From an optimization exercise on the open Yosys and OpenROAD flow, aimed at small area; shortcuts taken in it are not production practice.
Function was checked by simulation only, so behaviour that the tests miss may differ from the original.
Power is estimated from default activity; no workload was simulated.

===== flow/flow/run.sh =====
#!/bin/bash
# Standard ORFS layout with two changes: port buffers use the smallest buffer
# cell, and CTS uses larger sink clusters without dummy loads.
set -o pipefail
export BUFFER_PORTS_ARGS="-buffer_cell sky130_fd_sc_hd__buf_1"
export CTS_ARGS="-sink_clustering_enable -repair_clock_nets -buf_list sky130_fd_sc_hd__clkbuf_16 -sink_clustering_size 36 -sink_clustering_max_diameter 60 -dont_use_dummy_load"
bash standard.sh > standard.log 2>&1

===== flow/standard.sh =====
#!/bin/bash
# synth_recipe.tcl (not shown) runs the flow's synth.tcl, then flattens the netlist and writes it again
# the make line also repeats each setting of config.mk as NAME=value (left out here)
make -C /OpenROAD-flow-scripts/flow DESIGN_CONFIG=/design/flow/config.mk WORK_HOME=/design/flow/orfs CLKGATE_MAP_FILE= SYNTH_SCRIPT=/design/flow/synth_recipe.tcl "${@:-finish}"

===== flow/config.mk =====
export PLATFORM = sky130hd
export DESIGN_NAME = wb_subsys
export DESIGN_NICKNAME = wb_subsys
export VERILOG_FILES = /design/flow/design.v
export SDC_FILE = /design/flow/constraint.sdc
export NUM_CORES = 4
export LEC_CHECK = 0
export CAP_MARGIN = 0
export CORE_MARGIN = 2
export CORE_UTILIZATION = 40
export CTS_BUF_LIST = sky130_fd_sc_hd__clkbuf_8
export SLEW_MARGIN = 0
export SYNTH_HIERARCHICAL = 1
export SYNTH_MINIMUM_KEEP_SIZE = 0

===== flow/constraint.sdc =====
create_clock -name core_clock -period 6.0 [get_ports {clk}]
set_input_delay 1.2000 -clock core_clock [delete_from_list [all_inputs] [get_ports {clk}]]
set_output_delay 1.2000 -clock core_clock [all_outputs]
set_load 0.01 [all_outputs]

===== flow/design.v =====
`default_nettype none
package wb_pkg;
	localparam int ADDR_W = 32;
	localparam int DATA_W = 64;
	localparam int OFFSET_W = 3;
	localparam int ID_W = 4;
	localparam int LINE_W = ADDR_W + DATA_W;
	typedef logic [ADDR_W-1:0] addr_t;
	typedef logic [DATA_W-1:0] data_t;
	typedef logic [ID_W-1:0] axi_id_t;
	typedef enum logic {
		WBQ_IDLE,	 
		WBQ_READY	 
	} wbq_state_t;
endpackage
`default_nettype wire
`default_nettype none
module wb_subsys #(
	parameter int NUM_BANKS  = 4,
	parameter int FIFO_DEPTH = 4
) (
	input  logic            clk,
	input  logic            rst_n,
	input  logic            evict_i,
	input  wb_pkg::addr_t   evict_addr_i,
	input  wb_pkg::data_t   evict_data_i,
	output logic            evict_afull_o,
	output wb_pkg::axi_id_t awid_o,
	output wb_pkg::addr_t   awaddr_o,
	output logic            awvalid_o,
	input  logic            awready_i,
	output wb_pkg::axi_id_t wid_o,
	output wb_pkg::data_t   wdata_o,
	output logic            wvalid_o,
	input  logic            wready_i
);
	localparam int N     = 10;	 
	localparam int HI_W  = wb_pkg::ADDR_W - 5;	 
	localparam int ENT_W = HI_W + wb_pkg::DATA_W;
	logic [2:0]     cnt_q [4];	 
	logic [3:0]     req_q;	 
	logic [1:0]     last_q;	 
	logic           locked_q;
	logic [N-1:0]   v_q;
	logic [1:0]     bank_q [N];
	logic [1:0]     pos_q  [N];
	logic [ENT_W-1:0] mem  [N];
	logic [1:0] pick;
	logic       found;
	logic [1:0] sel;
	logic       valid;
	logic       handshake;
	logic [3:0] gnt;
	always_comb begin
		pick  = last_q;
		found = 1'b0;
		for (int l = 0; l < 4; l++) begin
			if (last_q == 2'(l)) begin
				for (int i = 1; i <= 4; i++) begin
					if (!found && req_q[(l + i) % 4]) begin
						pick  = 2'((l + i) % 4);
						found = 1'b1;
					end
				end
			end
		end
	end
	assign sel       = locked_q ? last_q : pick;
	assign valid     = locked_q || found;
	assign handshake = valid && awready_i && wready_i;
	always_comb begin
		for (int k = 0; k < 4; k++) gnt[k] = handshake && (sel == 2'(k));
	end
	always_ff @(posedge clk) begin
		if (!rst_n) begin
			last_q   <= '0;
			locked_q <= 1'b0;
		end else if (valid) begin
			last_q   <= sel;
			locked_q <= !handshake;
		end
	end
	logic [1:0]   pb;
	logic [2:0]   pcnt;
	logic         push;
	logic [3:0]   push_k;
	logic [N-1:0] we;
	logic [1:0]   new_pos;
	assign pb   = evict_addr_i[4:3];
	assign pcnt = cnt_q[pb];
	assign push = evict_i && !(pcnt[2] && !pcnt[0]);	 
	always_comb begin
		for (int k = 0; k < 4; k++) push_k[k] = push && (pb == 2'(k));
	end
	assign new_pos = gnt[pb] ? {pcnt[2], pcnt[1]} : {pcnt[1], pcnt[0] && !pcnt[2]};
	always_comb begin
		logic taken;
		taken = 1'b0;
		for (int i = 0; i < N; i++) begin
			we[i] = push && !v_q[i] && !taken;
			taken = taken || !v_q[i];
		end
	end
	always_ff @(posedge clk) begin
		for (int k = 0; k < 4; k++) begin
			if (!rst_n) begin
				cnt_q[k] <= '0;
				req_q[k] <= 1'b0;
			end else begin
				if (push_k[k] && !gnt[k]) begin
					cnt_q[k] <= {cnt_q[k][1], cnt_q[k][0], !cnt_q[k][2]};
				end else if (gnt[k] && !push_k[k]) begin
					cnt_q[k] <= {!cnt_q[k][0], cnt_q[k][2], cnt_q[k][1]};
				end
				req_q[k] <= req_q[k] ? !gnt[k] : (cnt_q[k][0] || cnt_q[k][1]);
			end
		end
	end
	assign evict_afull_o = cnt_q[0][2] || cnt_q[1][2] || cnt_q[2][2] || cnt_q[3][2];
	logic [N-1:0] mine;	 
	logic [N-1:0] hit;	 
	always_comb begin
		for (int i = 0; i < N; i++) begin
			mine[i] = (bank_q[i] == sel);
			hit[i]  = v_q[i] && mine[i] && pos_q[i] == 2'b00;
		end
	end
	always_ff @(posedge clk) begin
		for (int i = 0; i < N; i++) begin
			if (!rst_n) begin
				v_q[i] <= 1'b0;
			end else if (we[i]) begin
				v_q[i] <= 1'b1;
			end else if (hit[i] && handshake) begin
				v_q[i] <= 1'b0;
			end
		end
	end
	always_ff @(posedge clk) begin
		for (int i = 0; i < N; i++) begin
			if (we[i]) begin
				bank_q[i] <= pb;
				pos_q[i]  <= new_pos;
			end else if (mine[i] && handshake) begin
				pos_q[i]  <= {!pos_q[i][0], pos_q[i][1]};	 
			end
		end
	end
	always_ff @(posedge clk) begin
		for (int i = 0; i < N; i++) begin
			if (we[i]) mem[i] <= {evict_addr_i[wb_pkg::ADDR_W-1:5], evict_data_i};
		end
	end
	logic [ENT_W-1:0] line;
	for (genvar j = 0; j < ENT_W; j++) begin : g_line
		logic [N-1:0] col;
		for (genvar i = 0; i < N; i++) begin : g_col
			assign col[i] = mem[i][j];
		end
		wb_line_mux #(.N(N)) u_mux (.hit_i(hit), .d_i(col), .q_o(line[j]));
	end
	assign awvalid_o = valid;
	assign wvalid_o  = valid;
	assign awid_o    = wb_pkg::axi_id_t'(sel);
	assign wid_o     = wb_pkg::axi_id_t'(sel);
	assign awaddr_o  = {line[wb_pkg::DATA_W +: HI_W], sel, 3'b000};
	assign wdata_o   = line[wb_pkg::DATA_W-1:0];
endmodule
`default_nettype wire
`default_nettype none
module wb_line_mux #(
	parameter int N = 10
) (
	input  logic [N-1:0] hit_i,
	input  logic [N-1:0] d_i,
	output logic         q_o
);
	logic [3:0] t_n;
	wb_aoi3 u_t0 (.s_i(hit_i[2:0]), .d_i(d_i[2:0]), .y_no(t_n[0]));
	wb_aoi3 u_t1 (.s_i(hit_i[5:3]), .d_i(d_i[5:3]), .y_no(t_n[1]));
	wb_aoi3 u_t2 (.s_i(hit_i[8:6]), .d_i(d_i[8:6]), .y_no(t_n[2]));
	assign t_n[3] = !(hit_i[9] && d_i[9]);
	wb_nand4 u_or (.a_i(t_n), .y_no(q_o));
endmodule
module wb_aoi3 (
	input  logic [2:0] s_i,
	input  logic [2:0] d_i,
	output logic       y_no
);
	assign y_no = !(|(s_i & d_i));
endmodule
module wb_nand4 (
	input  logic [3:0] a_i,
	output logic       y_no
);
	assign y_no = !(&a_i);
endmodule
`default_nettype wire

==> flow_summary_export.csv, run 1 <==
group,metric,value,unit
clock_network,cts_buffers,47,
detailed_routing,drc_errors,0,
detailed_routing,vias,18840,
place,io_buffers,197,
layout,area_delta_synth_final,11.91,%
clock_network,cts.path.max_buffers,3,
detailed_routing,dr.pass1.iters,8,
timing,tightest_slew,1.278,ns
timing,drv_slew,0,
critical_path,critPathCaptureType,"output pin",
layout,design_area,38710,um2
floorplan,core,85410,um2
critical_path,path_max_fanout,32,
timing,finalCritPeriodShare,90.17,%
layout,finish.utilization,45.32,%
floorplan,die_h,298.1,um
timing,hold_viol,0,
floorplan,die_width,298.1,um
timing,fin_skew,0.09088,ns
timing,final-setup-viol-count,0,
global_route,grt_usage,19.37,%
critical_path,cp_cell_sequence,"nor2_1 > o31ai_1 > nand2_2 > xor2_1 > nor2_1 > and3_4 > buf_12 > a222oi_1 > nand4_1 > buf_1",
clock_network,clkSinkCount,979,
clock_network,cts_tree,"done",
clock_network,postCtsSetupBuffers,0,
worst_hold_path,hold_class,"flop to flop",
flow_run,cap_violations,0,
place,gp_congestion,0.7303,
synth,async_reset_ff_share,0,%
timing,layout_min_cycle_time,5.410,ns
clock_network,cts.repair.resized,0,
timing,fin_ws,0.5896,ns
clock_network,hold_buffers,0,
synth,avgSynthCellArea,20.30,um2
clock_network,clk_pin_slew_worst_paths,0.08,ns
power,p_per_area,293.1,nW/um2
place,placed_cell_area,37520,um2
detailed_routing,via_per_inst,5.991,
layout,fillers,7266,
global_route,overflow,0,
synth,seq_area_frac_synth,84.15,%
status,status,"no timing/DRC/antenna violations",
critical_path,worstSetupPathType,"flop to output pin",
critical_path,critical-path-slowest-cell,"and3_4",
global_route,grt_pass1_wl,127.0,mm
power,leakage,11.61,nW
power,peakVddDrop,0.0002115,V
synth,yosys_warnings,11,
floorplan,die_area,88840,um2
synth,synth_cells,1704,
layout,drive_above_1_share,7.920,%
floorplan,num_rows,107,
timing,maxSlewHeadroom,14.54,%
floorplan,start_util,40.50,%
global_route,grt_pass1_vias,18790,
clock_network,htreeDepth,2,
place,place_ws,1.232,ns
detailed_routing,postRouteWirelength,88.82,mm
floorplan,io_pins,208,
timing,rsz0062_at_grt,"false",
layout,stdcell_count,3144,
detailed_routing,antenna_left,0,
layout,finalNetCount,2102,
detailed_routing,drtIter0Drc,2800,
clock_network,clk-insertion-delay-late,0.65,ns
detailed_routing,wire_per_inst,28.25,um
place,dpl.cell_count,3092,
global_route,antenna_found_initial,9,
critical_path,cp_common_cell,"nor2_1",
timing,fmax,184.8,MHz
critical_path,max_stage_delay,0.64,ns
critical_path,critPathLaunchType,"flop",
layout,final_common_cell,"edfxtp_1",
synth,ys_types,50,
global_route,grt_max_degree,74,
critical_path,worstPathArrival,4.21,ns
clock_network,cts_root_buffer,"clkbuf_16",
synth,synth_edf_count,950,
synth,synth_flop_cell,"edfxtp_1",
layout,final_cell_mix,"950 x edfxtp_1, 273 x a222oi_1, 197 x buf_1, 108 x nand2_1, 93 x nand4_1",
synth,ys_seq_elements,979,
synth,syn_area,34590,um2
place,place_hpwl,46.93,mm
critical_path,required,4.80,ns
-- where the power goes --
group          switching, W  internal [W]
clock network       0.00193       0.00140
registers         0.0000333       0.00760
logic              0.000296     0.0000922
-- modules after synthesis (local to each module, per instance), a selection --
| module | times used | area (um2) |
|---|---|---|
| wb_nand4 | 91 | 6.256 |
| wb_subsys | 1 | 30950 |
| wb_aoi3 | 273 | 10.01 |
-- through the flow --
step           hold slack [ns]  setup TNS (ns)  total power, W
3_3_place_gp            0.4925               0        0.008158
5_1_grt                 0.5591               0         0.01167
2_1_floorplan           0.4703          -96.43        0.007972
3_5_place_dp            0.4944               0        0.008182
4_1_cts                 0.5056               0         0.01143
6_report                0.5048               0         0.01135
-- area by class of cell --
| class | count | area [um2] | share of cell area, % |
|---|---|---|---|
| timing repair buffer | 260 | 1463 | 3.779 |
| multi-input combinational | 697 | 5472 | 14.13 |
| sequential | 979 | 29110 | 75.20 |
| inverter | 12 | 47.55 | 0.1228 |
| clock buffer | 47 | 1176 | 3.038 |
| tap | 1144 | 1431 | 3.698 |
| antenna | 5 | 12.51 | 0.03232 |
-- critical path: cells and delay by family (launching register included) --
kind	cells	cell delay (ns)
AOI/OAI and AO/OA	2	0.65
xor gates and xnor gates	1	0.27
buffers and inverters	2	0.60
DFF	1	0.47
and+or+nand+nor	5	1.59
-- synthesized netlist by cell type, types with 7 or more instances --
cell | count | share of area, %
a211oi_1 | 10 | 0.22
a21oi_1 | 19 | 0.27
a222oi_1 | 273 | 7.9
and3_1 | 8 | 0.14
buf_4 | 13 | 0.28
clkbuf_1 | 7 | 0.076
dfxtp_1 | 29 | 1.7
edfxtp_1 | 950 | 82
inv_1 | 12 | 0.13
mux2_2 | 10 | 0.33
mux2i_1 | 18 | 0.52
nand2_1 | 108 | 1.2
nand4_1 | 93 | 1.7
nor2_1 | 44 | 0.48
nor3_1 | 13 | 0.19
o31ai_1 | 7 | 0.15
xor2_1 | 20 | 0.51
-- registers in the layout, indices dropped and copies added (netlist names) --
| signal | count |
|---|---|
| bank_q | 20 |
| cnt_q | 12 |
| last_q | 2 |
| locked_q | 1 |
| mem | 910 |
| pos_q | 20 |
| req_q | 4 |
| v_q | 10 |
-- metal layers --
| layer | GRT usage [%] | part of all wire [%] | vias up | wire [um] |
|---|---|---|---|---|
| li1 | - | - | 8126 | - |
| met1 | 26.07 | 40 | 9800 | 35920 |
| met2 | 33.15 | 50 | 810 | 44040 |
| met3 | 3.442 | 8.3 | 91 | 7401 |
| met4 | 3.877 | 1.6 | 10 | 1385 |
| met5 | 0 | 0.078 | - | 69 |
-- worst paths after layout --
path / start / endpoint / slack, ns / cells past startpoint
worst max-delay path: req_q[0] / wdata_o[36] / 0.59 / 10
worst min-delay path: v_q[5] / v_q[5] / 0.50 / 2
worst max register to register: req_q[0] / v_q[3] / 2.89 / 7
worst min register to register: v_q[5] / v_q[5] / 0.50 / 2
-- cell families after synthesis --
group / synth area share [%]
xor gates and xnor gates: 0.5064
other: 0.01084
and+or+nand+nor: 4.399
adders and majority gates: 0.1447
DFF: 84.15
AOI/OAI and AO/OA: 9.145
buffers and inverters: 0.5173
muxes: 1.125
==> inputs of run 2 (changes only) <==
==> flow/flow/run.sh (replaced) <==
#!/bin/bash
# Standard ORFS layout with two changes: port buffers use the smallest buffer
# cell, and CTS uses larger sink clusters without dummy loads.
set -o pipefail
export BUFFER_PORTS_ARGS="-buffer_cell sky130_fd_sc_hd__buf_1"
export CTS_ARGS="-sink_clustering_enable -repair_clock_nets -buf_list sky130_fd_sc_hd__clkbuf_8 -sink_clustering_size 21 -sink_clustering_max_diameter 50 -dont_use_dummy_load"
bash standard.sh > standard.log 2>&1
==> run 2 against run 1 <==
  * Synthesized area stayed put
  * Synthesized cell count unchanged
  * Worst setup slack lost 0.061 ns
  * Clock skew down 0.021 ns
  * Critical path type unchanged
  * Highest routed layer unchanged
==> flow_summary_export.csv, run 2 <==
group,metric,value,unit
status,status,"no timing/DRC/antenna violations",
synth,synth_top_family_by_area,"compound AO/OA/AOI/OAI gates",
power,p_per_area,287.9,nW/um2
critical_path,critPathCaptureType,"output pin",
global_route,overflow,0,
global_route,grt_usage,19.53,%
global_route,grt_pass1_vias,19040,
timing,finalSetupTns,0,ns
timing,fmax,182.8,MHz
clock_network,htreeDepth,3,
clock_network,hold_buffers,0,
global_route,grt_max_degree,74,
layout,finalNetCount,2132,
clock_network,cts.path.max_buffers,3,
detailed_routing,vias,19070,
critical_path,required,4.80,ns
synth,synth_commonest_cells,"950 x edfxtp_1, 273 x a222oi_1, 108 x nand2_1",
worst_hold_path,hold_class,"flop to flop",
power,totalPowerFinal,0.01111,W
power,leakage,11.59,nW
synth,seq_area_frac_synth,84.15,%
layout,largest_register_ffs,910,
detailed_routing,wire_per_inst,28.10,um
synth,ys_seq_elements,979,
floorplan,die_h,298.1,um
synth,synth_edf_count,950,
synth,avgSynthCellArea,20.30,um2
layout,fillers,7320,
synth,synth_xor_area_share,0.5064,%
timing,tightest_slew,1.303,ns
synth,synth-compound-area-share,9.145,%
clock_network,clkSinkCount,979,
power,peakVddDrop,0.0001276,V
detailed_routing,drc_errors,0,
layout,largest-register,"mem",
layout,top_regs,"mem (910), bank_q (20), pos_q (20)",
layout,area_delta_synth_final,11.58,%
synth,yosysMostFrequentCell,"edfxtp_1",
clock_network,cts.repair.resized,0,
timing,fin_skew,0.06962,ns
layout,final_cell_mix,"950 x edfxtp_1, 273 x a222oi_1, 197 x buf_1, 108 x nand2_1, 93 x nand4_1",
synth,synth_fa_ha_area_share,0.1447,%
timing,rsz0062_at_grt,"false",
critical_path,critPathLaunchType,"flop",
floorplan,start_util,40.50,%
critical_path,worstPathArrival,4.27,ns
place,gp_congestion,0.7303,
global_route,antenna_found_initial,11,
timing,final-setup-viol-count,0,
clock_network,cts_root_buffer,"clkbuf_8",
floorplan,die_width,298.1,um
detailed_routing,antenna_left,0,
clock_network,clk-insertion-delay-late,0.68,ns
critical_path,path_max_fanout,32,
clock_network,postCtsSetupBuffers,0,
place,place_hpwl,46.93,mm
detailed_routing,postRouteWirelength,89.23,mm
synth,synth_cells,1704,
synth,syn_area,34590,um2
clock_network,clk_pin_slew_worst_paths,0.07,ns
floorplan,io_pins,208,
synth,yosys_warnings,11,
timing,hold_viol,0,
floorplan,die_area,88840,um2
global_route,grt_pass1_wl,127.8,mm
place,io_buffers,197,
synth,ys_types,50,
timing,finalCritPeriodShare,91.19,%
synth,synth_top_area_share,82.47,%
clock_network,cts_buffers,77,
synth,synth_flop_cell,"edfxtp_1",
flow_run,cap_violations,0,
layout,drive_above_1_share,9.284,%
synth,synth_top_area_cell,"edfxtp_1",
floorplan,core,85410,um2
detailed_routing,dr.pass1.iters,8,
timing,layout_min_cycle_time,5.471,ns
timing,drv_slew,0,
detailed_routing,via_per_inst,6.007,
layout,final_common_cell,"edfxtp_1",
synth,synth-simple-area-share,4.399,%
synth,synth_area_leaders,"edfxtp_1 82%, a222oi_1 7.9%, nand4_1 1.7%",
clock_network,cts_tree,"done",
detailed_routing,drtIter0Drc,2705,
synth,async_reset_ff_share,0,%
floorplan,num_rows,107,
timing,maxSlewHeadroom,12.85,%
synth,synth_mux_area_share,1.125,%
critical_path,worstSetupPathType,"flop to output pin",
## run 2: cell counts after synthesis
No cell type changed its count.
## run 2: path summary, 6_finish.rpt
check | from | end | slack, ns | depth (start not counted)
setup / recovery | req_q[0] | wdata_o[36] | 0.53 | 10
hold reg to reg | v_q[5] | v_q[5] | 0.51 | 2
setup reg to reg | req_q[0] | v_q[3] | 2.85 | 7
hold / removal | v_q[5] | v_q[5] | 0.51 | 2
## run 2: cell type report
class | count | area [um2] | share of cell area [%]
Clock buffer | 77 | 1060 | 2.746
Timing Repair Buffer | 260 | 1463 | 3.790
Inverter | 12 | 47.55 | 0.1232
Tap cell | 1144 | 1431 | 3.709
Antenna cell | 6 | 15.01 | 0.03890
Multi-Input combinational cell | 697 | 5472 | 14.18
Sequential cell | 979 | 29110 | 75.42
## run 2: where the power goes
group          switching [W]  internal (W)  total, W
Sequential         0.0000335       0.00760   0.00764
Clock                0.00194       0.00115   0.00309
Combinational       0.000296     0.0000922  0.000388
Total                0.00227       0.00885    0.0111
## run 2: cell families after synthesis
logic type                 after synthesis
other                                    1
DFF                                    979
xor gates and xnor gates                20
AOI/OAI and AO/OA                      335
adders and majority gates                4
and+or+nand+nor                        298
buffers and inverters                   34
muxes                                   33
## run 2: metal layers
metal  global-route usage [%]  vias up  part of all wire, %
met4                    5.085       14                  2.1
met2                    33.05      867                   49
met5                        0        -                 0.11
met1                    26.05     9897                   40
li1                         -     8167                    -
met3                    3.573      126                  8.6
## run 2: worst max-delay path, stage by stage, from the launching register on
cell	delay, ns
dfxtp_1	0.47
nor2_1	0.10
o31ai_1	0.50
nand2_2	0.50
xor2_1	0.28
nor2_1	0.21
and3_4	0.64
buf_12	0.34
a222oi_1	0.14
nand4_1	0.14
buf_1	0.26
## run 2: through the flow
stage	util (%)	setup slack [ns]	cell area [um2]	hold slack, ns	std cells
3_3_place_gp	43.93	1.350	37520	0.4925	3092
2_1_floorplan	-	-0.7496	34680	0.4703	1710
5_1_grt	45.18	0.2378	38590	0.5451	3174
6_report	45.19	0.5288	38600	0.5051	3175
4_1_cts	45.17	0.4695	38580	0.5025	3169
3_5_place_dp	43.93	1.232	37520	0.4944	3092
## run 2: per-module statistics from Yosys, one instance, submodules excluded, a selection
module	flops+latches	times used
wb_subsys	979	1
wb_aoi3	0	273
wb_nand4	0	91
==> inputs of run 3 (changes only) <==
==> flow/flow/run.sh (replaced) <==
#!/bin/bash
# Standard ORFS layout with two changes: port buffers use the smallest buffer
# cell, and CTS uses larger sink clusters without dummy loads.
set -o pipefail
export BUFFER_PORTS_ARGS="-buffer_cell sky130_fd_sc_hd__buf_1"
export CTS_ARGS="-sink_clustering_enable -repair_clock_nets -buf_list sky130_fd_sc_hd__clkbuf_8 -sink_clustering_size 18 -sink_clustering_max_diameter 60 -dont_use_dummy_load"
bash standard.sh > standard.log 2>&1
--- a/flow/config.mk
+++ b/flow/config.mk
@@ -8,7 +8,7 @@
 export CAP_MARGIN = 0
 export CORE_MARGIN = 2
 export CORE_UTILIZATION = 40
-export CTS_BUF_LIST = sky130_fd_sc_hd__clkbuf_8
+export PLACE_DENSITY = 0.72
 export SLEW_MARGIN = 0
 export SYNTH_HIERARCHICAL = 1
 export SYNTH_MINIMUM_KEEP_SIZE = 0
==> run 3 against run 2 <==
  * Final area about the same
  * Sequential share of layout area up 0.056 points
  * First-iteration DRC count rose by 8.9%
  * Synthesized area did not move
  * Final cell count down 0.44%
  * Hold slack improved by 0.0070 ns
  * Via count grew 0.94%
  * Maximum frequency fell by 4.6%
  * Utilization about the same
  * Die area is the same
  * Clock power barely moved
  * Critical endpoint is now awaddr_o[10]
  * Highest routed layer unchanged
==> flow_summary_export.csv, run 3 <==
group,metric,value,unit
synth,ys_seq_elements,979,
place,io_buffers,197,
global_route,grt_max_degree,80,
timing,maxSlewHeadroom,32.44,%
critical_path,ff2ff_setup_slack,2.62,ns
synth,syn_area,34590,um2
synth,ys_types,50,
detailed_routing,postRouteWirelength,86.39,mm
critical_path,critical-path-slowest-cell,"buf_4",
critical_path,required,4.80,ns
place,place_ws,1.091,ns
synth,yosysMostFrequentCell,"edfxtp_1",
global_route,overflow,0,
clock_network,clk_pin_slew_worst_paths,0.11,ns
power,pwr-share-comb,3.4,%
layout,final_common_cell,"edfxtp_1",
floorplan,num_rows,107,
synth,yosys_warnings,11,
status,status,"no timing/DRC/antenna violations",
critical_path,critPathLaunchType,"flop",
timing,finalCritPeriodShare,95.62,%
power,p_int,0.008838,W
layout,seq_area,29110,um2
critical_path,critPathCaptureType,"output pin",
synth,synth_flop_cell,"edfxtp_1",
power,p_switching,0.002249,W
layout,final_cell_mix,"950 x edfxtp_1, 273 x a222oi_1, 197 x buf_1, 108 x nand2_1, 93 x nand4_1",
power,pwr-share-seq,68.9,%
floorplan,start_util,40.50,%
floorplan,die_area,88840,um2
layout,finalNetCount,2119,
detailed_routing,wire_per_inst,27.33,um
synth,seq_area_frac_synth,84.15,%
layout,top_regs,"mem (910), bank_q (20), pos_q (20)",
synth,synth_commonest_cells,"950 x edfxtp_1, 273 x a222oi_1, 108 x nand2_1",
layout,largest-register,"mem",
layout,finish.utilization,45.15,%
timing,tightest_slew,1.011,ns
power,p_per_area,287.5,nW/um2
detailed_routing,drc_errors,0,
synth,avgSynthCellArea,20.30,um2
layout,area_delta_synth_final,11.50,%
power,sw_frac_of_total,20.28,%
global_route,grt_pass1_vias,19400,
timing,rsz0062_at_grt,"false",
clock_network,clkSinkCount,979,
synth,synth_edf_count,950,
timing,drv_slew,0,
layout,design_area,38570,um2
floorplan,die_h,298.1,um
detailed_routing,antenna_left,0,
floorplan,core,85410,um2
critical_path,path_max_fanout,49,
synth,synth_top_area_share,82.47,%
detailed_routing,via_per_inst,6.090,
place,place_hpwl,44.19,mm
power,leakage,11.53,nW
global_route,antenna_found_initial,10,
power,pwr-share-clk,27.7,%
detailed_routing,drtIter0Drc,2947,
layout,largest_register_ffs,910,
layout,stdcell_count,3161,
detailed_routing,vias,19250,
flow_run,cap_violations,0,
clock_network,postCtsSetupBuffers,0,
clock_network,cts_tree,"done",
clock_network,cts_buffers,77,
layout,fillers,7275,
clock_network,cts_root_buffer,"clkbuf_8",
clock_network,hold_buffers,0,
clock_network,cts.repair.resized,0,
place,gp_congestion,0.7283,
critical_path,max_stage_delay,0.71,ns
timing,fmax,174.3,MHz
worst_hold_path,hold_class,"flop to flop",
clock_network,cts.path.max_buffers,3,
detailed_routing,dr.pass1.iters,9,
synth,synth_area_leaders,"edfxtp_1 82%, a222oi_1 7.9%, nand4_1 1.7%",
synth,synth_top_area_cell,"edfxtp_1",
clock_network,clk-insertion-delay-late,0.71,ns
timing,hold_viol,0,
place,dpl.cell_count,3079,
global_route,grt_usage,18.97,%
layout,drive_above_1_share,8.648,%
floorplan,io_pins,208,
power,peakVddDrop,0.0001326,V
critical_path,cp_cell_sequence,"and3b_1 > o31ai_1 > nand3_2 > xor2_1 > nor3_4 > buf_4 > a222oi_1 > nand4_1 > buf_1",
layout,multiInputGateArea,5468,um2
timing,layout_min_cycle_time,5.737,ns
floorplan,die_width,298.1,um
place,placed_cell_area,37490,um2
timing,final-setup-viol-count,0,
critical_path,worstPathArrival,4.54,ns
critical_path,worstSetupPathType,"flop to output pin",
clock_network,htreeDepth,3,
timing,fin_ws,0.2626,ns
global_route,grt_pass1_wl,124.9,mm
synth,async_reset_ff_share,0,%
synth,synth_cells,1704,
timing,fin_skew,0.1056,ns
-- run 3: cell counts after synthesis --
Identical to the previous run, type by type.
-- run 3: area by class of cell --
type | count | area share [%]
Antenna cell | 5 | 0.03244
Clock buffer | 77 | 2.748
Inverter | 12 | 0.1233
Multi-Input combinational cell | 697 | 14.18
Sequential cell | 979 | 75.47
Tap cell | 1144 | 3.711
Timing Repair Buffer | 247 | 3.734
-- run 3: cell families after synthesis --
family                     share of synthesized area (%)
xor gates and xnor gates                          0.5064
buffers and inverters                             0.5173
other                                            0.01084
AOI/OAI and AO/OA                                  9.145
DFF                                                84.15
muxes                                              1.125
and+or+nand+nor                                    4.399
adders and majority gates                         0.1447
-- run 3: power by group through the flow --
stage | Clock (W) | Combinational, W | Sequential (W)
after global routing | 0.00338 | 0.000413 | 0.00765
after floorplan | 0 | 0.000185 | 0.00779
after CTS | 0.00316 | 0.000382 | 0.00764
after global placement | 0 | 0.000361 | 0.00778
after detailed placement | 0 | 0.000381 | 0.00779
final | 0.00307 | 0.000380 | 0.00764
-- run 3: critical path, delay by kind of cell, from the launching register on --
family	cells	cell delay, ns
simple gates	4	1.38
buf+inv	2	0.89
compound gates	2	0.72
flops	1	0.46
xor+xnor	1	0.37
-- run 3: through the flow --
stage	power (W)	hold slack, ns	setup TNS [ns]
floorplan	0.007972	0.4703	-96.43
global placement	0.008144	0.4825	0
finish	0.01109	0.5122	0
detailed placement	0.008172	0.5000	0
global route	0.01144	0.5451	0
CTS	0.01118	0.5121	0
-- run 3: modules after synthesis, one instance, submodules excluded, a selection --
module | cells inside | flops+latches | times used
wb_nand4 | 1 | 0 | 91
wb_subsys | 1249 | 979 | 1
wb_aoi3 | 1 | 0 | 273
-- run 3: path summary, 6_finish.rpt --
path	endpoint	from	depth (start not counted)
max	awaddr_o[10]	req_q[0]	9
min	v_q[5]	v_q[5]	2
max reg2reg	v_q[8]	req_q[0]	7
min reg2reg	v_q[5]	v_q[5]	2
-- run 3: per-layer routing --
layer | GRT usage, % | routed length, um
met1 | 24.94 | 33110
met2 | 32.34 | 43500
met3 | 3.333 | 8081
met4 | 5.587 | 1631
met5 | 0 | 58
==> inputs of run 4 (changes only) <==
--- a/flow/config.mk
+++ b/flow/config.mk
@@ -7,8 +7,7 @@
 export LEC_CHECK = 0
 export CAP_MARGIN = 0
 export CORE_MARGIN = 2
-export CORE_UTILIZATION = 40
-export PLACE_DENSITY = 0.72
+export CORE_UTILIZATION = 50
 export SLEW_MARGIN = 0
 export SYNTH_HIERARCHICAL = 1
 export SYNTH_MINIMUM_KEEP_SIZE = 0
==> run 4 against run 3 <==
  * First-iteration DRC count down 6.1%
  * Hold slack improved by 0.020 ns
  * Synthesized area unchanged
  * Maximum frequency rose by 1.2%
  * Final area down 1.2%
  * Combinational power shrank 2%
  * Sequential share of layout area increased by 0.93 points
  * Final cell count decreased by 7.0%
  * Routed wire length down 1.1%
  * Critical path depth increased by 1
  * Critical path type unchanged
==> flow_summary_export.csv, run 4 <==
group,metric,value,unit
timing,finalSetupTns,0,ns
power,totalPowerFinal,0.01094,W
layout,finish.utilization,55.54,%
power,p_int,0.008699,W
timing,finalCritPeriodShare,94.52,%
power,sw_frac_of_total,20.44,%
detailed_routing,via_per_inst,6.434,
floorplan,num_rows,96,
clock_network,htreeDepth,3,
detailed_routing,drc_errors,0,
place,place_hpwl,42.10,mm
critical_path,r2r_cells,7,
power,pwr-share-clk,26.8,%
synth,synth_cells,1704,
clock_network,clkSinkCount,979,
clock_network,clk-insertion-delay-late,0.68,ns
place,io_buffers,197,
critical_path,ff2ff_setup_slack,2.88,ns
status,status,"no timing/DRC/antenna violations",
synth,synth_commonest_cells,"950 x edfxtp_1, 273 x a222oi_1, 108 x nand2_1",
global_route,grt_pass1_wl,122.9,mm
clock_network,cts.repair.resized,0,
global_route,use_met1,33.24,%
global_route,top_usage_layer,"met2",
power,leakage,11.45,nW
timing,layout_min_cycle_time,5.671,ns
timing,maxSlewHeadroom,41.42,%
clock_network,clk_pin_slew_worst_paths,0.09,ns
timing,drv_slew,0,
layout,final_common_cell,"edfxtp_1",
worst_hold_path,holdPathStages,1,
power,p_per_area,287.0,nW/um2
timing,fmax,176.3,MHz
clock_network,cts_tree,"done",
clock_network,cts.path.max_buffers,3,
synth,synth_area_leaders,"edfxtp_1 82%, a222oi_1 7.9%, nand4_1 1.7%",
worst_hold_path,hold_class,"flop to flop",
place,placed_cell_area,37160,um2
synth,seq_area_frac_synth,84.15,%
worst_hold_path,worstHoldEndpoint,"req_q[2]",
layout,design_area,38100,um2
timing,hold_viol,0,
floorplan,io_pins,208,
clock_network,cts_buffers,67,
timing,final-setup-viol-count,0,
layout,top_regs,"mem (910), bank_q (20), pos_q (20)",
global_route,overflow,0,
synth,yosysMostFrequentCell,"edfxtp_1",
power,p_switching,0.002236,W
layout,finalNetCount,2110,
global_route,grt_usage,23.83,%
critical_path,path_max_fanout,39,
global_route,grt_max_degree,96,
floorplan,die_area,71300,um2
synth,async_reset_ff_share,0,%
floorplan,core,68590,um2
timing,rsz0062_at_grt,"false",
global_route,use_met2,39.99,%
clock_network,postCtsSetupBuffers,0,
flow_run,cap_violations,0,
layout,largest_register_ffs,910,
critical_path,critPathCaptureType,"output pin",
critical_path,required,4.80,ns
synth,syn_area,34590,um2
floorplan,die_h,267.0,um
critical_path,worstSetupPathType,"flop to output pin",
timing,tightest_slew,0.8616,ns
synth,synth_top_area_share,82.47,%
detailed_routing,antenna_left,0,
critical_path,worstPathArrival,4.47,ns
detailed_routing,drtIter0Drc,2767,
detailed_routing,wire_per_inst,29.07,um
worst_hold_path,min-delay-start,"req_q[2]",
global_route,grt_pass1_vias,18820,
layout,final_cell_mix,"950 x edfxtp_1, 273 x a222oi_1, 197 x buf_1, 108 x nand2_1, 93 x nand4_1",
synth,ys_types,50,
layout,area_delta_synth_final,10.14,%
power,peakVddDrop,0.0001284,V
synth,synth_flop_cell,"edfxtp_1",
synth,synth_edf_count,950,
synth,avgSynthCellArea,20.30,um2
detailed_routing,dr.pass1.iters,7,
global_route,grtUsageMet3,3.266,%
synth,ys_seq_elements,979,
synth,synth_top_area_cell,"edfxtp_1",
place,gp_congestion,0.7464,
critical_path,rr_endpoint,"v_q[3]",
clock_network,hold_buffers,0,
timing,fin_skew,0.04366,ns
power,pwr-share-comb,3.4,%
floorplan,start_util,50.43,%
power,pwr-share-seq,69.8,%
floorplan,die_width,267.0,um
synth,yosys_warnings,11,
global_route,antenna_found_initial,11,
critical_path,regToRegStartpoint,"req_q[0]",
clock_network,cts_root_buffer,"clkbuf_8",
detailed_routing,vias,18910,
detailed_routing,postRouteWirelength,85.44,mm
critical_path,critPathLaunchType,"flop",
layout,drive_above_1_share,8.238,%
layout,largest-register,"mem",
## run 4: cell count changes in the layout (fill, tap and decap cells not counted), sizes merged
cell    previous run  this run
clkbuf            77        67
buf              247       248
## run 4: cell type report
| class | count | area [um2] |
|---|---|---|
| multi-input cells | 697 | 5468 |
| repair buffers | 248 | 1373 |
| flip-flops and latches | 979 | 29110 |
| clock buffers | 67 | 922.1 |
| well taps | 931 | 1165 |
| fillers | 5284 | 30490 |
| inverters | 12 | 47.55 |
| diodes | 5 | 12.51 |
## run 4: cells by family (layout without fill, tap and decap cells)
| kind of cell | Yosys count | in the layout | share of synthesized area, % |
|---|---|---|---|
| buffers and inverters | 34 | 327 | 0.5173 |
| DFF | 979 | 979 | 84.15 |
| xor gates and xnor gates | 20 | 20 | 0.5064 |
| and+or+nand+nor | 298 | 298 | 4.399 |
| adders and majority gates | 4 | 4 | 0.1447 |
| other | 1 | 12 | 0.01084 |
| muxes | 33 | 33 | 1.125 |
| AOI/OAI and AO/OA | 335 | 335 | 9.145 |
## run 4: critical path, stage by stage (launching register included)
cell	delay, ns
dfxtp_1	0.48
and3b_1	0.23
o31ai_1	0.34
nand3_2	0.56
xor2_1	0.34
nor2_1	0.18
and3_4	0.74
buf_4	0.40
a222oi_1	0.11
nand4_1	0.12
buf_1	0.29
## run 4: worst max-delay path by stage
stage              endpoint  slack, ns  depth (start not counted)       startpoint
2_1_floorplan   pos_q[7][0]      -0.75                          6  evict_addr_i[3]
3_3_place_gp   awaddr_o[26]       1.07                         10         req_q[0]
3_5_place_dp    wdata_o[20]       1.06                         10         req_q[0]
4_1_cts         wdata_o[20]       0.31                         10         req_q[0]
5_1_grt        awaddr_o[26]       0.11                         10         req_q[0]
6_report        wdata_o[20]       0.33                         10         req_q[0]
## run 4: modules after synthesis, one instance, submodules excluded, a selection
module | times used | cells inside | area, um2
wb_subsys | 1 | 1249 | 30950
wb_aoi3 | 273 | 1 | 10.01
wb_nand4 | 91 | 1 | 6.256
## run 4: power by group through the flow
| stage | logic [W] | clock network (W) | registers (W) |
|---|---|---|---|
| 3_5_place_dp | 0.000376 | 0 | 0.00779 |
| 3_3_place_gp | 0.000363 | 0 | 0.00778 |
| 4_1_cts | 0.000376 | 0.00299 | 0.00763 |
| 2_1_floorplan | 0.000185 | 0 | 0.00779 |
| 5_1_grt | 0.000405 | 0.00322 | 0.00764 |
| 6_report | 0.000372 | 0.00293 | 0.00763 |
## run 4: metal layers
metal / vias up / share of wire, %
li1: 8123 / -
met4: 8 / 1.6
met1: 9858 / 40
met3: 94 / 8.3
met5: - / 0.051
met2: 826 / 50
## run 4: through the flow
stage | hold WS (ns) | setup slack, ns | std cells
floorplan | 0.4703 | -0.7496 | 1710
global placement | 0.4952 | 1.071 | 2867
detailed placement | 0.5055 | 1.063 | 2867
CTS | 0.5277 | 0.3128 | 2934
global route | 0.5614 | 0.1116 | 2939
finish | 0.5317 | 0.3287 | 2939
==> inputs of run 5 (changes only) <==
--- a/flow/config.mk
+++ b/flow/config.mk
@@ -7,7 +7,8 @@
 export LEC_CHECK = 0
 export CAP_MARGIN = 0
 export CORE_MARGIN = 2
-export CORE_UTILIZATION = 50
+export CORE_UTILIZATION = 40
+export CTS_BUF_LIST = sky130_fd_sc_hd__clkbuf_8
 export SLEW_MARGIN = 0
 export SYNTH_HIERARCHICAL = 1
 export SYNTH_MINIMUM_KEEP_SIZE = 0
==> run 5 against run 4 <==
  * Still clean
  * Synthesized area stayed put
  * Clock skew is 0.029 ns higher
  * Maximum frequency is 3.4% higher
  * Highest routed layer unchanged
==> flow_summary_export.csv, run 5 <==
group,metric,value,unit
clock_network,cts_root_buffer,"clkbuf_8",
power,leakage,11.51,nW
detailed_routing,postRouteWirelength,89.29,mm
timing,fin_skew,0.07251,ns
floorplan,num_rows,107,
critical_path,required,4.80,ns
layout,area_delta_synth_final,11.13,%
critical_path,path_max_fanout,32,
timing,finalSetupTns,0,ns
clock_network,clkSinkCount,979,
layout,largest-register,"mem",
synth,seq_area_frac_synth,84.15,%
clock_network,clk-insertion-delay-late,0.70,ns
clock_network,hold_buffers,0,
global_route,overflow,0,
timing,drv_slew,0,
critical_path,worstPathArrival,4.29,ns
place,place_hpwl,46.93,mm
synth,ys_types,50,
floorplan,core,85410,um2
critical_path,critical-path-slowest-cell,"and3_4",
synth,yosys_warnings,11,
status,status,"no timing/DRC/antenna violations",
layout,drive_above_1_share,8.788,%
synth,avgSynthCellArea,20.30,um2
layout,finalNetCount,2121,
layout,stdcell_count,3162,
clock_network,cts.repair.resized,0,
detailed_routing,drtIter0Drc,2605,
floorplan,die_h,298.1,um
timing,finalCritPeriodShare,91.43,%
power,totalPowerFinal,0.01094,W
floorplan,io_pins,208,
clock_network,htreeDepth,3,
flow_run,cap_violations,0,
synth,synth_top_area_cell,"edfxtp_1",
critical_path,cp_common_cell,"nor2_1",
critical_path,cp_cell_sequence,"nor2_1 > o31ai_1 > nand2_2 > xor2_1 > nor2_1 > and3_4 > buf_12 > a222oi_1 > nand4_1 > buf_1",
synth,yosysMostFrequentCell,"edfxtp_1",
layout,final_cell_mix,"950 x edfxtp_1, 273 x a222oi_1, 197 x buf_1, 108 x nand2_1, 93 x nand4_1",
global_route,grt_max_degree,74,
detailed_routing,dr.pass1.iters,8,
timing,layout_min_cycle_time,5.486,ns
detailed_routing,via_per_inst,6.009,
global_route,grt_usage,19.58,%
detailed_routing,drc_errors,0,
power,p_per_area,284.7,nW/um2
detailed_routing,wire_per_inst,28.24,um
critical_path,worstSetupPathType,"flop to output pin",
clock_network,cts_tree,"done",
layout,finish.utilization,45.00,%
global_route,grt_pass1_vias,19030,
place,dpl.cell_count,3092,
clock_network,cts_buffers,66,
place,io_buffers,197,
synth,synth_flop_cell,"edfxtp_1",
synth,synth_area_leaders,"edfxtp_1 82%, a222oi_1 7.9%, nand4_1 1.7%",
critical_path,critPathLaunchType,"flop",
timing,hold_viol,0,
worst_hold_path,hold_class,"flop to flop",
place,gp_congestion,0.7303,
timing,maxSlewHeadroom,16.46,%
global_route,antenna_found_initial,9,
synth,synth_edf_count,950,
timing,tightest_slew,1.249,ns
timing,rsz0062_at_grt,"false",
detailed_routing,vias,19000,
floorplan,die_area,88840,um2
global_route,grt_pass1_wl,128.0,mm
synth,synth_top_area_share,82.47,%
power,peakVddDrop,0.0001366,V
clock_network,postCtsSetupBuffers,0,
synth,synth_commonest_cells,"950 x edfxtp_1, 273 x a222oi_1, 108 x nand2_1",
clock_network,clk_pin_slew_worst_paths,0.11,ns
layout,final_common_cell,"edfxtp_1",
timing,fmax,182.3,MHz
synth,syn_area,34590,um2
detailed_routing,antenna_left,0,
floorplan,start_util,40.50,%
critical_path,critPathCaptureType,"output pin",
synth,ys_seq_elements,979,
synth,async_reset_ff_share,0,%
layout,largest_register_ffs,910,
timing,final-setup-viol-count,0,
synth,synth_cells,1704,
critical_path,max_stage_delay,0.64,ns
layout,top_regs,"mem (910), bank_q (20), pos_q (20)",
clock_network,cts.path.max_buffers,3,
floorplan,die_width,298.1,um
## run 5: cell counts after synthesis
Identical to the previous run, type by type.
## run 5: worst max-delay path, delay by kind of cell, from the launching register on
family                    cells  cell delay (ns)
and+or+nand+nor               5             1.58
AOI/OAI and AO/OA             2             0.65
DFF                           1             0.49
buffers and inverters         2             0.61
xor gates and xnor gates      1             0.27
## run 5: Yosys stat by module (local to each module, per instance), a selection
module / flops+latches / cell area, um2
wb_aoi3: 0 / 10.01
wb_nand4: 0 / 6.256
wb_subsys: 979 / 30950
## run 5: final timing paths
check	from	cells past startpoint	slack, ns	to
min reg2reg	v_q[5]	2	0.51	v_q[5]
max	req_q[0]	10	0.51	wdata_o[36]
min	v_q[5]	2	0.51	v_q[5]
max reg2reg	req_q[0]	7	2.85	v_q[3]
## run 5: cells by family after synthesis
kind of cell | count (synthesis) | share of synthesized area [%]
xor+xnor | 20 | 0.5064
fa+ha+maj | 4 | 0.1447
buf+inv | 34 | 0.5173
flops | 979 | 84.15
simple gates | 298 | 4.399
other cells | 1 | 0.01084
mux | 33 | 1.125
compound gates | 335 | 9.145
## run 5: layout make-up
| type | instances | area [um2] |
|---|---|---|
| Timing Repair Buffer | 260 | 1463 |
| Fill cell | 7309 | 46980 |
| Sequential cell | 979 | 29110 |
| Multi-Input combinational cell | 697 | 5472 |
| Clock buffer | 66 | 908.4 |
| Antenna cell | 4 | 10.01 |
| Inverter | 12 | 47.55 |
| Tap cell | 1144 | 1431 |
## run 5: through the flow
stage / hold WS (ns) / setup WS, ns / area [um2]
finish: 0.5109 / 0.5143 / 38440
global placement: 0.4925 / 1.350 / 37520
floorplan: 0.4703 / -0.7496 / 34680
CTS: 0.5098 / 0.4549 / 38430
global route: 0.5648 / 0.2053 / 38440
detailed placement: 0.4944 / 1.232 / 37520
## run 5: layer usage
metal | global-route usage, % | up-vias | share of wire (%)
li1 | - | 8145 | -
met1 | 26.31 | 9882 | 40
met2 | 33.15 | 847 | 49
met3 | 3.398 | 112 | 8.4
met4 | 4.882 | 14 | 1.8
met5 | 0 | - | 0.11
## run 5: power breakdown
| group | total [W] | internal [W] | switching, W | leakage [nW] |
|---|---|---|---|---|
| Clock | 0.00292 | 0.000996 | 0.00192 | 0.475 |
| Combinational | 0.000388 | 0.0000922 | 0.000296 | 2.20 |
| Sequential | 0.00763 | 0.00760 | 0.0000335 | 8.84 |
| Total | 0.0109 | 0.00869 | 0.00225 | 11.5 |
==> inputs of run 6 (changes only) <==
==> flow/flow/run.sh (replaced) <==
#!/bin/bash
# Standard ORFS layout with two changes: port buffers use the smallest buffer
# cell, and CTS uses larger sink clusters without dummy loads.
set -o pipefail
export BUFFER_PORTS_ARGS="-buffer_cell sky130_fd_sc_hd__buf_1"
export CTS_ARGS="-sink_clustering_enable -repair_clock_nets -buf_list {sky130_fd_sc_hd__clkbuf_4 sky130_fd_sc_hd__clkbuf_8} -sink_clustering_size 18 -sink_clustering_max_diameter 60 -dont_use_dummy_load"
bash standard.sh > standard.log 2>&1
==> run 6 against run 5 <==
  * Sequential share of layout area unchanged
  * Sequential power hardly changed
  * Critical path depth stayed put
  * Critical endpoint unchanged
  * Combinational power is essentially flat
  * Clock power barely moved
  * Largest cell class unchanged
==> flow_summary_export.csv, run 6 <==
group,metric,value,unit
floorplan,die_h,298.1,um
global_route,antenna_found_initial,9,
synth,yosys_warnings,11,
synth,synth_top_area_cell,"edfxtp_1",
worst_hold_path,min-delay-start,"v_q[5]",
timing,layout_min_cycle_time,5.486,ns
layout,area_delta_synth_final,11.13,%
layout,seq_area,29110,um2
critical_path,critical-path-slowest-cell,"and3_4",
global_route,overflow,0,
critical_path,required,4.80,ns
layout,final_common_cell,"edfxtp_1",
detailed_routing,antenna_left,0,
clock_network,postCtsSetupBuffers,0,
clock_network,cts_buffers,66,
clock_network,htreeDepth,3,
timing,drv_slew,0,
synth,syn_area,34590,um2
layout,finish.utilization,45.00,%
layout,finalNetCount,2121,
critical_path,regToRegStartpoint,"req_q[0]",
place,dpl.cell_count,3092,
clock_network,cts.path.max_buffers,3,
timing,fin_skew,0.07251,ns
critical_path,max_stage_delay,0.64,ns
clock_network,clk-insertion-delay-late,0.70,ns
floorplan,die_width,298.1,um
layout,fillers,7309,
clock_network,clkSinkCount,979,
flow_run,cap_violations,0,
timing,fmax,182.3,MHz
detailed_routing,via_per_inst,6.009,
layout,top_regs,"mem (910), bank_q (20), pos_q (20)",
floorplan,die_area,88840,um2
critical_path,crit_start,"req_q[0]",
critical_path,cp_cell_sequence,"nor2_1 > o31ai_1 > nand2_2 > xor2_1 > nor2_1 > and3_4 > buf_12 > a222oi_1 > nand4_1 > buf_1",
layout,stdcell_count,3162,
detailed_routing,drc_errors,0,
critical_path,critPathLaunchType,"flop",
synth,synth_flop_cell,"edfxtp_1",
clock_network,cts.repair.resized,0,
worst_hold_path,hold_class,"flop to flop",
synth,avgSynthCellArea,20.30,um2
timing,finalCritPeriodShare,91.43,%
place,place_ws,1.232,ns
detailed_routing,dr.pass1.iters,8,
place,gp_congestion,0.7303,
status,status,"no timing/DRC/antenna violations",
critical_path,critPathCaptureType,"output pin",
synth,ys_types,50,
floorplan,io_pins,208,
global_route,grt_pass1_vias,19030,
global_route,grt_pass1_wl,128.0,mm
power,p_per_area,284.7,nW/um2
place,place_hpwl,46.93,mm
critical_path,cp_common_cell,"nor2_1",
synth,synth_area_leaders,"edfxtp_1 82%, a222oi_1 7.9%, nand4_1 1.7%",
clock_network,cts_tree,"done",
global_route,grt_usage,19.58,%
timing,fin_ws,0.5143,ns
timing,hold_viol,0,
layout,multiInputGateArea,5472,um2
timing,maxSlewHeadroom,16.46,%
power,peakVddDrop,0.0001366,V
floorplan,core,85410,um2
floorplan,start_util,40.50,%
critical_path,path_max_fanout,32,
detailed_routing,wire_per_inst,28.24,um
synth,seq_area_frac_synth,84.15,%
timing,rsz0062_at_grt,"false",
timing,final-setup-viol-count,0,
clock_network,clk_pin_slew_worst_paths,0.11,ns
layout,largest-register,"mem",
synth,ys_seq_elements,979,
detailed_routing,postRouteWirelength,89.29,mm
synth,yosysMostFrequentCell,"edfxtp_1",
synth,async_reset_ff_share,0,%
detailed_routing,vias,19000,
floorplan,num_rows,107,
detailed_routing,drtIter0Drc,2605,
global_route,grt_max_degree,74,
place,io_buffers,197,
synth,synth_cells,1704,
power,leakage,11.51,nW
synth,synth_commonest_cells,"950 x edfxtp_1, 273 x a222oi_1, 108 x nand2_1",
clock_network,hold_buffers,0,
timing,timing.hold.ws,0.5109,ns
layout,drive_above_1_share,8.788,%
layout,final_cell_mix,"950 x edfxtp_1, 273 x a222oi_1, 197 x buf_1, 108 x nand2_1, 93 x nand4_1",
critical_path,worstPathArrival,4.29,ns
clock_network,cts_root_buffer,"clkbuf_8",
synth,synth_top_area_share,82.47,%
critical_path,worstSetupPathType,"flop to output pin",
layout,largest_register_ffs,910,
timing,tightest_slew,1.249,ns
synth,synth_edf_count,950,
[run 6: layer usage]
layer,GRT usage [%],up-vias,part of all wire [%]
met5,0,-,0.11
met4,4.882,14,1.8
met3,3.398,112,8.4
met2,33.15,847,49
met1,26.31,9882,40
li1,-,8145,-
[run 6: through the flow]
step | setup TNS [ns] | total power (W) | instance area, um2
final | 0 | 0.01094 | 38440
after global routing | 0 | 0.01130 | 38440
after CTS | 0 | 0.01103 | 38430
after detailed placement | 0 | 0.008182 | 37520
after global placement | 0 | 0.008158 | 37520
after floorplan | -96.43 | 0.007972 | 34680
[run 6: path summary, 6_finish.rpt]
kind                       to  slack (ns)  cells after the start
setup / recovery  wdata_o[36]        0.51                     10
setup reg to reg       v_q[3]        2.85                      7
hold reg to reg        v_q[5]        0.51                      2
hold / removal         v_q[5]        0.51                      2
[run 6: cell type report]
cell class,count,share of cell area [%]
multi-input combinational,697,14.23
timing repair buffer,260,3.805
clock buffer,66,2.363
inverter,12,0.1237
tap,1144,3.724
antenna,4,0.02604
sequential,979,75.72
[run 6: kinds of logic after synthesis]
group	count (synthesis)	synth area share, %
flops	979	84.15
compound gates	335	9.145
simple gates	298	4.399
buf+inv	34	0.5173
mux	33	1.125
xor+xnor	20	0.5064
fa+ha+maj	4	0.1447
other cells	1	0.01084
[run 6: power breakdown]
group          internal [W]  switching, W  total (W)
Clock              0.000996       0.00192    0.00292
Sequential          0.00760     0.0000335    0.00763
Combinational     0.0000922      0.000296   0.000388
[run 6: worst max-delay path: cells and delay by family, from the launching register on]
family / cells / cell delay [ns]
flip-flops: 1 / 0.49
buffers and inverters: 2 / 0.61
AND/OR/NAND/NOR: 5 / 1.58
XOR/XNOR: 1 / 0.27
AO/OA/AOI/OAI: 2 / 0.65
[run 6: modules after synthesis, one instance, submodules excluded, excerpt]
module / flip-flops and latches / cells
wb_aoi3: 0 / 1
wb_nand4: 0 / 1
wb_subsys: 979 / 1249
==> inputs of run 7 (changes only) <==
==> flow/flow/run.sh (replaced) <==
#!/bin/bash
# Standard ORFS layout with two changes: port buffers use the smallest buffer
# cell, and CTS uses larger sink clusters without dummy loads.
set -o pipefail
export BUFFER_PORTS_ARGS="-buffer_cell sky130_fd_sc_hd__buf_1"
export CTS_ARGS="-sink_clustering_enable -repair_clock_nets -buf_list sky130_fd_sc_hd__clkbuf_8 -sink_clustering_size 20 -sink_clustering_max_diameter 60 -dont_use_dummy_load"
bash standard.sh > standard.log 2>&1
==> run 7 against run 6 <==
  * Still clean on timing, DRC and antenna
  * Worst setup slack worse by 0.058 ns
  * Global-route usage decreased by 0.15 points
  * Count of clock-buffer cells in the layout is 8 lower
  * Die area unchanged
  * Clock skew up 0.020 ns
  * Critical path depth did not move
  * Non-clock buffer count did not move
  * Via count shrank 0.48%
  * Largest power group unchanged
==> flow_summary_export.csv, run 7 <==
group,metric,value,unit
layout,area_delta_synth_final,10.81,%
synth,yosys_warnings,11,
place,dpl.cell_count,3092,
layout,stdcell_count,3154,
floorplan,start_util,40.50,%
clock_network,cts_buffers,58,
timing,final-setup-viol-count,0,
power,peakVddDrop,0.0001921,V
power,p_per_area,280.9,nW/um2
synth,synth_top_area_share,82.47,%
clock_network,postCtsSetupBuffers,0,
critical_path,regToRegStartpoint,"req_q[0]",
floorplan,die_area,88840,um2
flow_run,cap_violations,0,
power,pwr-share-comb,3.6,%
power,pwr-share-clk,25.5,%
critical_path,critPathLaunchType,"flop",
layout,final_cell_mix,"950 x edfxtp_1, 273 x a222oi_1, 197 x buf_1, 108 x nand2_1, 93 x nand4_1",
timing,rsz0062_at_grt,"false",
power,p_switching,0.002208,W
clock_network,cts.repair.resized,0,
floorplan,num_rows,107,
global_route,overflow,0,
critical_path,path_max_fanout,32,
place,place_hpwl,46.93,mm
floorplan,io_pins,208,
timing,fin_skew,0.09205,ns
clock_network,cts.path.max_buffers,3,
critical_path,ff2ff_setup_slack,2.85,ns
power,sw_frac_of_total,20.50,%
critical_path,required,4.80,ns
detailed_routing,via_per_inst,5.995,
global_route,grt_usage,19.42,%
timing,finalCritPeriodShare,92.40,%
global_route,antenna_found_initial,9,
layout,finish.utilization,44.87,%
critical_path,crit_start,"req_q[0]",
power,leakage,11.45,nW
synth,ys_seq_elements,979,
floorplan,core,85410,um2
detailed_routing,wire_per_inst,28.28,um
synth,seq_area_frac_synth,84.15,%
clock_network,cts_root_buffer,"clkbuf_8",
layout,fillers,7300,
synth,synth_top_area_cell,"edfxtp_1",
timing,drv_slew,0,
power,p_int,0.008560,W
critical_path,r2r_cells,6,
place,place_ws,1.232,ns
clock_network,clk_pin_slew_worst_paths,0.12,ns
timing,layout_min_cycle_time,5.544,ns
detailed_routing,drtIter0Drc,2651,
layout,finalNetCount,2113,
timing,maxSlewHeadroom,16.23,%
layout,final_common_cell,"edfxtp_1",
place,io_buffers,197,
place,gp_congestion,0.7303,
global_route,grt_pass1_vias,18900,
status,status,"no timing/DRC/antenna violations",
critical_path,rr_endpoint,"pos_q[2][1]",
timing,hold_viol,0,
detailed_routing,dr.pass1.iters,8,
timing,timing.hold.ws,0.5045,ns
synth,yosysMostFrequentCell,"edfxtp_1",
clock_network,clkSinkCount,979,
clock_network,cts_tree,"done",
place,placed_cell_area,37520,um2
synth,async_reset_ff_share,0,%
critical_path,worstSetupPathType,"flop to output pin",
synth,synth_flop_cell,"edfxtp_1",
timing,fmax,180.4,MHz
global_route,grt_pass1_wl,127.6,mm
floorplan,die_width,298.1,um
critical_path,endpoint,"wdata_o[38]",
clock_network,htreeDepth,2,
layout,top_regs,"mem (910), bank_q (20), pos_q (20)",
synth,synth_area_leaders,"edfxtp_1 82%, a222oi_1 7.9%, nand4_1 1.7%",
synth,synth_commonest_cells,"950 x edfxtp_1, 273 x a222oi_1, 108 x nand2_1",
critical_path,critPathCaptureType,"output pin",
layout,design_area,38330,um2
layout,drive_above_1_share,8.425,%
global_route,grt_max_degree,74,
worst_hold_path,hold_class,"flop to flop",
critical_path,worstPathArrival,4.34,ns
detailed_routing,vias,18910,
clock_network,clk-insertion-delay-late,0.73,ns
synth,avgSynthCellArea,20.30,um2
synth,synth_edf_count,950,
synth,ys_types,50,
detailed_routing,drc_errors,0,
synth,syn_area,34590,um2
floorplan,die_h,298.1,um
clock_network,hold_buffers,0,
timing,tightest_slew,1.252,ns
layout,largest_register_ffs,910,
layout,largest-register,"mem",
detailed_routing,postRouteWirelength,89.20,mm
synth,synth_cells,1704,
power,pwr-share-seq,70.9,%
detailed_routing,antenna_left,0,
timing,fin_ws,0.4560,ns
==> run 7: cell count changes in the layout (fill, tap and decap cells not counted) <==
cell,delta
clkbuf_8,-8
==> run 7: power by group through the flow <==
stage	Combinational [W]	Sequential, W	Clock (W)
detailed placement	0.000392	0.00779	0
CTS	0.000394	0.00763	0.00282
floorplan	0.000185	0.00779	0
global placement	0.000376	0.00778	0
global route	0.000424	0.00764	0.00304
finish	0.000390	0.00763	0.00274
==> run 7: routing by layer <==
metal	track usage, %	share of wire, %
met2	33.24	49
met5	0	0.094
met3	3.486	8.5
met4	3.853	1.5
met1	26.12	40
==> run 7: area by class of cell <==
cell class | count | area, um2 | share of cell area [%]
multi-input cells | 697 | 5472 | 14.27
clock buffers | 58 | 798.3 | 2.083
repair buffers | 260 | 1463 | 3.816
well taps | 1144 | 1431 | 3.734
diodes | 4 | 10.01 | 0.02611
flip-flops and latches | 979 | 29110 | 75.94
inverters | 12 | 47.55 | 0.1240
==> run 7: worst min path at each step <==
| stage | from | endpoint | slack [ns] | cells after the start |
|---|---|---|---|---|
| 4_1_cts | v_q[5] | v_q[5] | 0.50 | 2 |
| 3_5_place_dp | v_q[5] | v_q[5] | 0.49 | 2 |
| 3_3_place_gp | v_q[5] | v_q[5] | 0.49 | 2 |
| 2_1_floorplan | v_q[5] | v_q[5] | 0.47 | 2 |
| 6_report | v_q[5] | v_q[5] | 0.50 | 2 |
| 5_1_grt | pos_q[9][0] | pos_q[9][1] | 0.55 | 1 |
==> run 7: worst max-delay path: stages (launching register included) <==
cell      delay (ns)
dfxtp_1         0.49
nor2_1          0.10
o31ai_1         0.50
nand2_2         0.49
xor2_1          0.27
nor2_1          0.21
and3_4          0.63
buf_12          0.33
a222oi_1        0.14
nand4_1         0.21
buf_1           0.19
==> run 7: kinds of logic (layout without fill, tap and decap cells) <==
| logic type | Yosys count | after routing | synth area share (%) |
|---|---|---|---|
| simple gates | 298 | 298 | 4.399 |
| buf+inv | 34 | 330 | 0.5173 |
| fa+ha+maj | 4 | 4 | 0.1447 |
| compound gates | 335 | 335 | 9.145 |
| xor+xnor | 20 | 20 | 0.5064 |
| flops | 979 | 979 | 84.15 |
| mux | 33 | 33 | 1.125 |
| other cells | 1 | 11 | 0.01084 |
==> run 7: through the flow <==
stage	setup TNS, ns	power, W
after floorplan	-96.43	0.007972
after global placement	0	0.008158
after detailed placement	0	0.008182
after CTS	0	0.01085
after global routing	0	0.01111
final	0	0.01077
==> run 7: Yosys stat by module, one instance, submodules excluded, a selection <==
module / flops+latches / area, um2 / cells inside / copies in the design
wb_aoi3: 0 / 10.01 / 1 / 273
wb_nand4: 0 / 6.256 / 1 / 91
wb_subsys: 979 / 30950 / 1249 / 1
==> inputs of run 8 (changes only) <==
==> flow/flow/run.sh (replaced) <==
#!/bin/bash
# Standard ORFS layout with two changes: port buffers use the smallest buffer
# cell, and CTS uses larger sink clusters without dummy loads.
set -o pipefail
export BUFFER_PORTS_ARGS="-buffer_cell sky130_fd_sc_hd__buf_1"
export CTS_ARGS="-sink_clustering_enable -repair_clock_nets -buf_list sky130_fd_sc_hd__clkbuf_8 -sink_clustering_size 19 -sink_clustering_max_diameter 60 -dont_use_dummy_load"
bash standard.sh > standard.log 2>&1
--- a/flow/config.mk
+++ b/flow/config.mk
@@ -7,8 +7,8 @@
 export LEC_CHECK = 0
 export CAP_MARGIN = 0
 export CORE_MARGIN = 2
-export CORE_UTILIZATION = 40
-export CTS_BUF_LIST = sky130_fd_sc_hd__clkbuf_8
+export CORE_UTILIZATION = 60
+export PLACE_DENSITY = 0.7
 export SLEW_MARGIN = 0
 export SYNTH_HIERARCHICAL = 1
 export SYNTH_MINIMUM_KEEP_SIZE = 0
==> run 8 against run 7 <==
  * Synthesized cell count is the same
  * Maximum frequency decreased by 2.8%
  * Hold slack gained 0.026 ns
  * Count of clock-buffer cells in the layout up 1
  * Final cell count shrank 12%
  * Largest cell class unchanged
==> flow_summary_export.csv, run 8 <==
group,metric,value,unit
timing,final-setup-viol-count,0,
global_route,antenna_found_initial,5,
synth,ys_types,50,
worst_hold_path,hold_class,"flop to flop",
layout,largest-register,"mem",
timing,layout_min_cycle_time,5.701,ns
synth,syn_area,34590,um2
timing,fin_skew,0.06539,ns
detailed_routing,wire_per_inst,29.10,um
synth,synth_commonest_cells,"950 x edfxtp_1, 273 x a222oi_1, 108 x nand2_1",
floorplan,io_pins,208,
power,peakVddDrop,0.0001607,V
clock_network,cts_root_buffer,"clkbuf_8",
clock_network,cts.repair.resized,0,
synth,synth_top_area_cell,"edfxtp_1",
floorplan,num_rows,88,
layout,largest_register_ffs,910,
timing,drv_slew,0,
place,io_buffers,197,
synth,synth_top_area_share,82.47,%
synth,ys_seq_elements,979,
clock_network,hold_buffers,0,
clock_network,postCtsSetupBuffers,0,
clock_network,cts_tree,"done",
timing,tightest_slew,1.109,ns
layout,final_common_cell,"edfxtp_1",
layout,design_area,37830,um2
layout,final_cell_mix,"950 x edfxtp_1, 273 x a222oi_1, 197 x buf_1, 108 x nand2_1, 93 x nand4_1",
floorplan,die_h,244.1,um
floorplan,core,57370,um2
clock_network,clk_pin_slew_worst_paths,0.12,ns
floorplan,start_util,60.30,%
timing,finalCritPeriodShare,95.02,%
timing,fmax,175.4,MHz
synth,avgSynthCellArea,20.30,um2
detailed_routing,via_per_inst,6.888,
clock_network,cts_buffers,59,
detailed_routing,vias,19090,
timing,maxSlewHeadroom,25.80,%
global_route,grt_pass1_wl,117.2,mm
clock_network,clk-insertion-delay-late,0.73,ns
floorplan,die_area,59580,um2
critical_path,critPathCaptureType,"output pin",
timing,fin_ws,0.2986,ns
global_route,grt_max_degree,73,
power,totalPowerFinal,0.01073,W
place,place_ws,1.074,ns
synth,async_reset_ff_share,0,%
global_route,overflow,0,
synth,synth_edf_count,950,
power,p_per_area,283.7,nW/um2
synth,synth_cells,1704,
flow_run,cap_violations,0,
detailed_routing,antenna_left,0,
detailed_routing,postRouteWirelength,80.64,mm
synth,yosysMostFrequentCell,"edfxtp_1",
timing,hold_viol,0,
synth,synth_area_leaders,"edfxtp_1 82%, a222oi_1 7.9%, nand4_1 1.7%",
critical_path,worstPathArrival,4.50,ns
detailed_routing,drc_errors,0,
synth,synth_flop_cell,"edfxtp_1",
place,place_hpwl,41.75,mm
layout,finalNetCount,2106,
critical_path,worstSetupPathType,"flop to output pin",
clock_network,htreeDepth,2,
place,placed_cell_area,37000,um2
detailed_routing,dr.pass1.iters,8,
power,leakage,11.42,nW
clock_network,cts.path.max_buffers,3,
layout,finish.utilization,65.94,%
place,gp_congestion,0.7559,
clock_network,clkSinkCount,979,
timing,timing.hold.ws,0.5308,ns
critical_path,required,4.80,ns
layout,area_delta_synth_final,9.365,%
synth,yosys_warnings,11,
status,status,"no timing/DRC/antenna violations",
global_route,grt_usage,26.75,%
floorplan,die_width,244.1,um
critical_path,critPathLaunchType,"flop",
timing,rsz0062_at_grt,"false",
layout,drive_above_1_share,8.104,%
critical_path,path_max_fanout,18,
synth,seq_area_frac_synth,84.15,%
global_route,grt_pass1_vias,18730,
layout,top_regs,"mem (910), bank_q (20), pos_q (20)",
detailed_routing,drtIter0Drc,2982,
[run 8: cell counts after synthesis]
No cell type changed its count.
[run 8: critical path, stage by stage (launching register included)]
cell	delay, ns
dfxtp_1	0.47
and3b_1	0.23
o31ai_1	0.36
nand3_2	0.55
xor2_1	0.36
nor3_4	0.95
buf_4	0.38
a222oi_1	0.15
nand4_1	0.16
buf_1	0.17
[run 8: where the power goes]
group          leakage (nW)  switching, W  internal (W)
sequential             8.84     0.0000335       0.00760
combinational          2.16      0.000285     0.0000881
clock                 0.424       0.00184      0.000881
total                  11.4       0.00216       0.00857
[run 8: per-stage QoR]
stage	std cells	setup TNS, ns
5_1_grt	2766	0
4_1_cts	2764	0
3_5_place_dp	2705	0
3_3_place_gp	2705	0
2_1_floorplan	1710	-96.43
6_report	2771	0
[run 8: worst paths after layout]
path	slack, ns	depth (start not counted)	end	start
setup / recovery	0.30	9	awaddr_o[19]	req_q[0]
hold / removal	0.53	2	v_q[5]	v_q[5]
setup reg to reg	2.74	6	v_q[3]	req_q[0]
hold reg to reg	0.53	2	v_q[5]	v_q[5]
[run 8: area by class of cell]
class	count	area (um2)
sequential	979	29110
tap	765	957.2
antenna	7	17.52
inverter	12	47.55
multi-input combinational	697	5472
fill	3802	19540
clock buffer	59	812.0
timing repair buffer	252	1415
[run 8: kinds of logic after synthesis]
| group | share of synthesized area (%) |
|---|---|
| buffers and inverters | 0.5173 |
| adder cells (fa/ha/maj) | 0.1447 |
| XOR/XNOR | 0.5064 |
| multiplexers | 1.125 |
| flip-flops | 84.15 |
| AND/OR/NAND/NOR | 4.399 |
| other | 0.01084 |
| AO/OA/AOI/OAI | 9.145 |
[run 8: per-module statistics from Yosys, one instance, submodules excluded, a selection]
module / area (um2) / flops+latches / cells inside
wb_subsys: 30950 / 979 / 1249
wb_nand4: 6.256 / 0 / 1
wb_aoi3: 10.01 / 0 / 1
[run 8: routing by layer]
| layer | track usage (%) | share of wire, % | up-vias | wire, um |
|---|---|---|---|---|
| li1 | - | - | 8116 | - |
| met1 | 38.05 | 38 | 9727 | 30600 |
| met2 | 44.16 | 49 | 1115 | 39790 |
| met3 | 3.830 | 10 | 128 | 8306 |
| met4 | 7.317 | 2.4 | 2 | 1933 |
| met5 | 0 | 0.016 | - | 13 |

-- afterwards: timing with drivers on the ports --
No port has a modelled driver above. Below, the same layouts with a new extraction and two added sets of constraints.
Step 1 assumes that a clkbuf_16 drives the clock port and a buf_2 every other input.
Step 2, shift: input delay + t, output delay - t, t = (earliest + latest rising clock arrival at the registers) / 2. This alone moves slack from input paths to output paths.
Slacks: ideal / step 1 / step 2; pairs: ideal / step 1.
| run | t, ns | slack for setup (ns) | cell pins on the clock port's net |
|---|---|---|---|
| run 1 | 0.671 | 0.590 / 0.520 / 1.192 | 1 |
| run 2 | 0.721 | 0.529 / 0.468 / 1.189 | 1 |
| run 3 | 0.714 | 0.263 / 0.201 / 0.915 | 1 |
| run 4 | 0.710 | 0.329 / 0.273 / 0.983 | 1 |
| run 5 | 0.724 | 0.514 / 0.452 / 1.176 | 1 |
| run 6 | 0.724 | 0.514 / 0.452 / 1.176 | 1 |
| run 7 | 0.747 | 0.456 / 0.396 / 1.143 | 1 |
| run 8 | 0.759 | 0.299 / 0.237 / 0.996 | 1 |
After both steps every run listed still meets setup and hold.
